Context: an optimization exercise on an open-source flow, tuned for small area. The choices shown serve that exercise and are no tape-out recipe. Function was checked by simulation only, so behaviour that the tests miss may differ from the original. Power and IR drop assume default switching activity.

==> job 6000: inputs <==
==> flow/design.v <==
module wb_regfile #(
    parameter int unsigned DATA_W = 32,
    parameter int unsigned ADDR_W = 5,
    parameter int unsigned CNT_W  = 32
) (
    input  logic              clk,
    input  logic              rst,
    input  logic              WB_MemtoReg,
    input  logic              WB_RegWrite,
    input  logic [ADDR_W-1:0] WB_write_reg,
    input  logic [DATA_W-1:0] WB_read_data_mem,
    input  logic [DATA_W-1:0] WB_alu_result,
    input  logic [ADDR_W-1:0] read_reg1,
    input  logic [ADDR_W-1:0] read_reg2,
    output logic [DATA_W-1:0] read_data1,
    output logic [DATA_W-1:0] read_data2,
    output logic [DATA_W-1:0] WB_write_data,
    output logic [CNT_W-1:0]  commit_count
);
    localparam int unsigned DEPTH = 2 ** ADDR_W;
    logic [DATA_W-1:0] regs [DEPTH];
    logic              commit;
    assign WB_write_data = WB_MemtoReg ? WB_read_data_mem : WB_alu_result;
    assign commit        = WB_RegWrite && (WB_write_reg != '0);
    always_ff @(posedge clk or posedge rst) begin
        if (rst) begin
            for (int unsigned i = 0; i < DEPTH; i++) begin
                regs[i] <= '0;
            end
        end else if (commit) begin
            regs[WB_write_reg] <= WB_write_data;
        end
    end
    always_ff @(posedge clk or posedge rst) begin
        if (rst) begin
            commit_count <= '0;
        end else if (commit && (commit_count != '1)) begin
            commit_count <= commit_count + CNT_W'(1);
        end
    end
    always_comb begin
        read_data1 = regs[read_reg1];
        read_data2 = regs[read_reg2];
        if (rst || (read_reg1 == '0)) read_data1 = '0;
        if (rst || (read_reg2 == '0)) read_data2 = '0;
    end
endmodule
==> flow/run.sh <==
#!/bin/bash
# synth_recipe.tcl (not shown) runs the flow's synth.tcl, then flattens the netlist and writes it again
# the make line also repeats each setting of config.mk as NAME=value (left out here)
make -C /OpenROAD-flow-scripts/flow DESIGN_CONFIG=/design/flow/config.mk WORK_HOME=/design/flow/orfs CLKGATE_MAP_FILE= SYNTH_SCRIPT=/design/flow/synth_recipe.tcl finish
==> flow/config.mk <==
export PLATFORM = sky130hd
export DESIGN_NAME = wb_regfile
export DESIGN_NICKNAME = wb_regfile
export VERILOG_FILES = /design/flow/design.v
export SDC_FILE = /design/flow/constraint.sdc
export NUM_CORES = 4
export LEC_CHECK = 0
export CAP_MARGIN = 20
export CORE_MARGIN = 2
export CORE_UTILIZATION = 40
export SLEW_MARGIN = 20
==> flow/constraint.sdc <==
create_clock -name core_clock -period 8.0 [get_ports {clk}]
set_input_delay 1.6000 -clock core_clock [delete_from_list [all_inputs] [get_ports {clk}]]
set_output_delay 1.6000 -clock core_clock [all_outputs]
set_load 0.01 [all_outputs]
==> job 9629: changes against job 6000 <==
==> flow/design.v, changed modules only <==
module wb_rf_hold (
    input  logic ld,
    input  logic hold,
    input  logic wd,
    input  logic q,
    output logic d
);
    assign d = (ld & wd) | (hold & q);
endmodule
module wb_rf_rd3 (
    input  logic s0, s1, s2,
    input  logic d0, d1, d2,
    output logic y_n
);
    assign y_n = ~((s0 & d0) | (s1 & d1) | (s2 & d2));
endmodule
module wb_regfile #(
    parameter int unsigned DATA_W = 32,
    parameter int unsigned ADDR_W = 5,
    parameter int unsigned CNT_W  = 32
) (
    input  logic              clk,
    input  logic              rst,
    input  logic              WB_MemtoReg,
    input  logic              WB_RegWrite,
    input  logic [ADDR_W-1:0] WB_write_reg,
    input  logic [DATA_W-1:0] WB_read_data_mem,
    input  logic [DATA_W-1:0] WB_alu_result,
    input  logic [ADDR_W-1:0] read_reg1,
    input  logic [ADDR_W-1:0] read_reg2,
    output logic [DATA_W-1:0] read_data1,
    output logic [DATA_W-1:0] read_data2,
    output logic [DATA_W-1:0] WB_write_data,
    output logic [CNT_W-1:0]  commit_count
);
    localparam int unsigned DEPTH  = 2 ** ADDR_W;
    localparam int unsigned NGRP   = (DEPTH - 1) / 3;    
    logic [DEPTH-1:1][DATA_W-1:0] regs;
    logic [DEPTH-1:1][DATA_W-1:0] regs_d;
    logic [DEPTH-1:1]             valid;
    logic                         commit;
    logic [DEPTH-1:1]             we, we_n;
    logic [DEPTH-1:1]             sel1, sel2;
    logic [NGRP-1:0][DATA_W-1:0]  part1_n, part2_n;
    assign WB_write_data = WB_MemtoReg ? WB_read_data_mem : WB_alu_result;
    assign commit        = WB_RegWrite && (WB_write_reg != '0);
    always_comb begin
        for (int unsigned i = 1; i < DEPTH; i++) begin
            we[i]   = WB_RegWrite && (WB_write_reg == ADDR_W'(i));
            we_n[i] = !we[i];
            sel1[i] = valid[i] && (read_reg1 == ADDR_W'(i));
            sel2[i] = valid[i] && (read_reg2 == ADDR_W'(i));
        end
    end
    for (genvar i = 1; i < DEPTH; i++) begin : g_row
        for (genvar b = 0; b < DATA_W; b++) begin : g_bit
            wb_rf_hold u_hold (
                .ld(we[i]), .hold(we_n[i]), .wd(WB_write_data[b]), .q(regs[i][b]), .d(regs_d[i][b])
            );
        end
    end
    always_ff @(posedge clk) begin
        regs <= regs_d;
    end
    always_ff @(posedge clk or posedge rst) begin
        if (rst) valid <= '0;
        else     valid <= valid | we;
    end
    always_ff @(posedge clk or posedge rst) begin
        if (rst) begin
            commit_count <= '0;
        end else if (commit && (commit_count != '1)) begin
            commit_count <= commit_count + CNT_W'(1);
        end
    end
    for (genvar g = 0; g < NGRP; g++) begin : g_grp
        for (genvar b = 0; b < DATA_W; b++) begin : g_bit
            wb_rf_rd3 u_rd1 (
                .s0(sel1[3*g+1]), .s1(sel1[3*g+2]), .s2(sel1[3*g+3]),
                .d0(regs[3*g+1][b]), .d1(regs[3*g+2][b]), .d2(regs[3*g+3][b]),
                .y_n(part1_n[g][b])
            );
            wb_rf_rd3 u_rd2 (
                .s0(sel2[3*g+1]), .s1(sel2[3*g+2]), .s2(sel2[3*g+3]),
                .d0(regs[3*g+1][b]), .d1(regs[3*g+2][b]), .d2(regs[3*g+3][b]),
                .y_n(part2_n[g][b])
            );
        end
    end
    always_comb begin
        for (int unsigned b = 0; b < DATA_W; b++) begin
            read_data1[b] = (sel1[DEPTH-1] & regs[DEPTH-1][b]);
            read_data2[b] = (sel2[DEPTH-1] & regs[DEPTH-1][b]);
            for (int unsigned g = 0; g < NGRP; g++) begin
                read_data1[b] = read_data1[b] | !part1_n[g][b];
                read_data2[b] = read_data2[b] | !part2_n[g][b];
            end
        end
    end
endmodule
==> flow/flow/run.sh (new file) <==
#!/bin/bash
set -euo pipefail
C=sky130_fd_sc_hd__clkbuf
export BUFFER_PORTS_ARGS="-buffer_cell sky130_fd_sc_hd__buf_1"
export CTS_ARGS="-sink_clustering_enable -repair_clock_nets -dont_use_dummy_load -buf_list {${C}_8} -sink_clustering_size 16 -sink_clustering_max_diameter 80"
bash standard.sh finish > flow_make.log 2>&1
==> flow/standard.sh (new file) <==
#!/bin/bash
# synth_recipe.tcl (not shown) runs the flow's synth.tcl, then flattens the netlist and writes it again
# the make line also repeats each setting of config.mk as NAME=value (left out here)
make -C /OpenROAD-flow-scripts/flow DESIGN_CONFIG=/design/flow/config.mk WORK_HOME=/design/flow/orfs CLKGATE_MAP_FILE= SYNTH_SCRIPT=/design/flow/synth_recipe.tcl "${@:-finish}"
- CORE_UTILIZATION: 40 -> 60
- SYNTH_HIERARCHICAL: default -> 1
removed: flow/run.sh
==> job 7503: changes against job 6000 <==
==> flow/design.v, changed modules only <==
module wb_rf_hold (
    input  logic ld,
    input  logic hold,
    input  logic wd,
    input  logic q,
    output logic d
);
    assign d = (ld & wd) | (hold & q);
endmodule
module wb_rf_rd3 (
    input  logic s0, s1, s2,
    input  logic d0, d1, d2,
    output logic y_n
);
    assign y_n = ~((s0 & d0) | (s1 & d1) | (s2 & d2));
endmodule
module wb_regfile #(
    parameter int unsigned DATA_W = 32,
    parameter int unsigned ADDR_W = 5,
    parameter int unsigned CNT_W  = 32
) (
    input  logic              clk,
    input  logic              rst,
    input  logic              WB_MemtoReg,
    input  logic              WB_RegWrite,
    input  logic [ADDR_W-1:0] WB_write_reg,
    input  logic [DATA_W-1:0] WB_read_data_mem,
    input  logic [DATA_W-1:0] WB_alu_result,
    input  logic [ADDR_W-1:0] read_reg1,
    input  logic [ADDR_W-1:0] read_reg2,
    output logic [DATA_W-1:0] read_data1,
    output logic [DATA_W-1:0] read_data2,
    output logic [DATA_W-1:0] WB_write_data,
    output logic [CNT_W-1:0]  commit_count
);
    localparam int unsigned DEPTH  = 2 ** ADDR_W;
    localparam int unsigned NGRP   = (DEPTH - 1) / 3;    
    logic [DEPTH-1:1][DATA_W-1:0] regs;
    logic [DEPTH-1:1][DATA_W-1:0] regs_d;
    logic [DEPTH-1:1]             valid;
    logic                         commit;
    logic [DEPTH-1:1]             we, we_n;
    logic [DEPTH-1:1]             sel1, sel2;
    logic [NGRP-1:0][DATA_W-1:0]  part1_n, part2_n;
    assign WB_write_data = WB_MemtoReg ? WB_read_data_mem : WB_alu_result;
    assign commit        = WB_RegWrite && (WB_write_reg != '0);
    always_comb begin
        for (int unsigned i = 1; i < DEPTH; i++) begin
            we[i]   = WB_RegWrite && (WB_write_reg == ADDR_W'(i));
            we_n[i] = !we[i];
            sel1[i] = valid[i] && (read_reg1 == ADDR_W'(i));
            sel2[i] = valid[i] && (read_reg2 == ADDR_W'(i));
        end
    end
    for (genvar i = 1; i < DEPTH; i++) begin : g_row
        for (genvar b = 0; b < DATA_W; b++) begin : g_bit
            wb_rf_hold u_hold (
                .ld(we[i]), .hold(we_n[i]), .wd(WB_write_data[b]), .q(regs[i][b]), .d(regs_d[i][b])
            );
        end
    end
    always_ff @(posedge clk) begin
        regs <= regs_d;
    end
    always_ff @(posedge clk or posedge rst) begin
        if (rst) valid <= '0;
        else     valid <= valid | we;
    end
    always_ff @(posedge clk or posedge rst) begin
        if (rst) begin
            commit_count <= '0;
        end else if (commit && (commit_count != '1)) begin
            commit_count <= commit_count + CNT_W'(1);
        end
    end
    for (genvar g = 0; g < NGRP; g++) begin : g_grp
        for (genvar b = 0; b < DATA_W; b++) begin : g_bit
            wb_rf_rd3 u_rd1 (
                .s0(sel1[3*g+1]), .s1(sel1[3*g+2]), .s2(sel1[3*g+3]),
                .d0(regs[3*g+1][b]), .d1(regs[3*g+2][b]), .d2(regs[3*g+3][b]),
                .y_n(part1_n[g][b])
            );
            wb_rf_rd3 u_rd2 (
                .s0(sel2[3*g+1]), .s1(sel2[3*g+2]), .s2(sel2[3*g+3]),
                .d0(regs[3*g+1][b]), .d1(regs[3*g+2][b]), .d2(regs[3*g+3][b]),
                .y_n(part2_n[g][b])
            );
        end
    end
    always_comb begin
        for (int unsigned b = 0; b < DATA_W; b++) begin
            read_data1[b] = (sel1[DEPTH-1] & regs[DEPTH-1][b]);
            read_data2[b] = (sel2[DEPTH-1] & regs[DEPTH-1][b]);
            for (int unsigned g = 0; g < NGRP; g++) begin
                read_data1[b] = read_data1[b] | !part1_n[g][b];
                read_data2[b] = read_data2[b] | !part2_n[g][b];
            end
        end
    end
endmodule
- CORE_UTILIZATION: 40 -> 60
- SYNTH_HIERARCHICAL: default -> 1
==> qor.yml <==
place:
  dp_slack_ps: 1940
  dpl.hpwl_mm: 107
logic_synthesis:
  ys_async_sr_fraction: 0.0597
  synth_common_cells: "992 x a22o_1, 992 x dfxtp_1, 640 x a222oi_1, 140 x nand4_1, 107 x nand2_1"
  muxShareOfSynthArea: 0.00962
  syn_inst: 3320
final_layout:
  nNonClkBuffers: 338
  area_delta_synth_final_pct: 9.61
  num-multi-input-gates: 2209
  nNetsFinal: 3796
power:
  combinationalPowerShare: 0.151
  clkPwrFrac: 0.222
clocking:
  clockRootBuffer: "clkbuf_8"
routing:
  drt-wirelength-per-cell_um: 41.6
  wl_met3_mm: 35.7
global_route:
  grt_util_met2: 0.734
die:
  rows: 95
  die_w_um: 264
status:
  status: "timing/DRC/antenna clean"
[end of results for job 9629]
==> qor.yml <==
status:
  status: "timing/DRC/antenna clean"
final_layout:
  area_delta_synth_final_pct: 17.9
  nNonClkBuffers: 464
  num-multi-input-gates: 3923
global_route:
  grt_util_met2: 0.552
logic_synthesis:
  ys_async_sr_fraction: 1.00
  syn_inst: 5514
  synth_common_cells: "1024 x dfrtp_1, 779 x a22oi_1, 714 x nor2_1, 680 x a21oi_1, 636 x nand2_1"
  muxShareOfSynthArea: 0.0117
routing:
  drt-wirelength-per-cell_um: 36.6
  wl_met3_mm: 44.0
min_path:
  worstHoldEndpoint: "commit_count[11]$_DFFE_PP0P_"
clocking:
  numCtsBuffers: 113
place:
  dpl.hpwl_mm: 162
die:
  rows: 129
  die_w_um: 357
[end of results for job 6000]
==> qor.yml <==
final_layout:
  nNetsFinal: 3837
  area_delta_synth_final_pct: 18.8
logic_synthesis:
  muxShareOfSynthArea: 0.00962
  syn_inst: 3320
  ys_async_sr_fraction: 0.0597
  synth_common_cells: "992 x a22o_1, 992 x dfxtp_1, 640 x a222oi_1, 140 x nand4_1, 107 x nand2_1"
clocking:
  clockRootBuffer: "clkbuf_16"
place:
  dpl.hpwl_mm: 111
  dp_slack_ps: 1150
routing:
  wl_met3_mm: 34.0
power:
  combinationalPowerShare: 0.136
  clkPwrFrac: 0.347
global_route:
  grt_util_met2: 0.719
status:
  status: "timing/DRC/antenna clean"
die:
  die_w_um: 264
[end of results for job 7503]

[static timing again, ports no longer ideal]
How much do the figures lean on ideal ports? The routed layouts below were timed once more, with nothing changed but the port constraints.
Step 1 (the two cells are an assumption about what drives the block):
set clk [get_ports {clk}]
set_driving_cell -lib_cell sky130_fd_sc_hd__clkbuf_16 $clk
set_driving_cell -lib_cell sky130_fd_sc_hd__buf_2 [delete_from_list [all_inputs] $clk]
Step 2 adds t to the input delays and takes it off the output delays; t is the mean of the earliest and latest rising clock arrival at the registers after step 1. Input paths then give back, and output paths get back, about the clock's delay inside the block.
Slacks: ideal ports / drivers / drivers and shift; pairs: ideal ports / drivers.
run | t (ns) | setup WS [ns] | worst register clock-pin slew, ns
job 6000 | 0.802 | 0.604 / 0.545 / 0.545 | 0.07 / 0.07
job 9629 | 0.804 | 1.485 / 1.380 / 1.380 | 0.11 / 0.11
job 7503 | 0.751 | 0.661 / 0.604 / 0.604 | 0.07 / 0.07
After both steps setup and hold are still met in every run listed. The setup slack of job 9629, which loses most, moves by -0.105 ns with the drivers and by -0.105 ns with both steps.
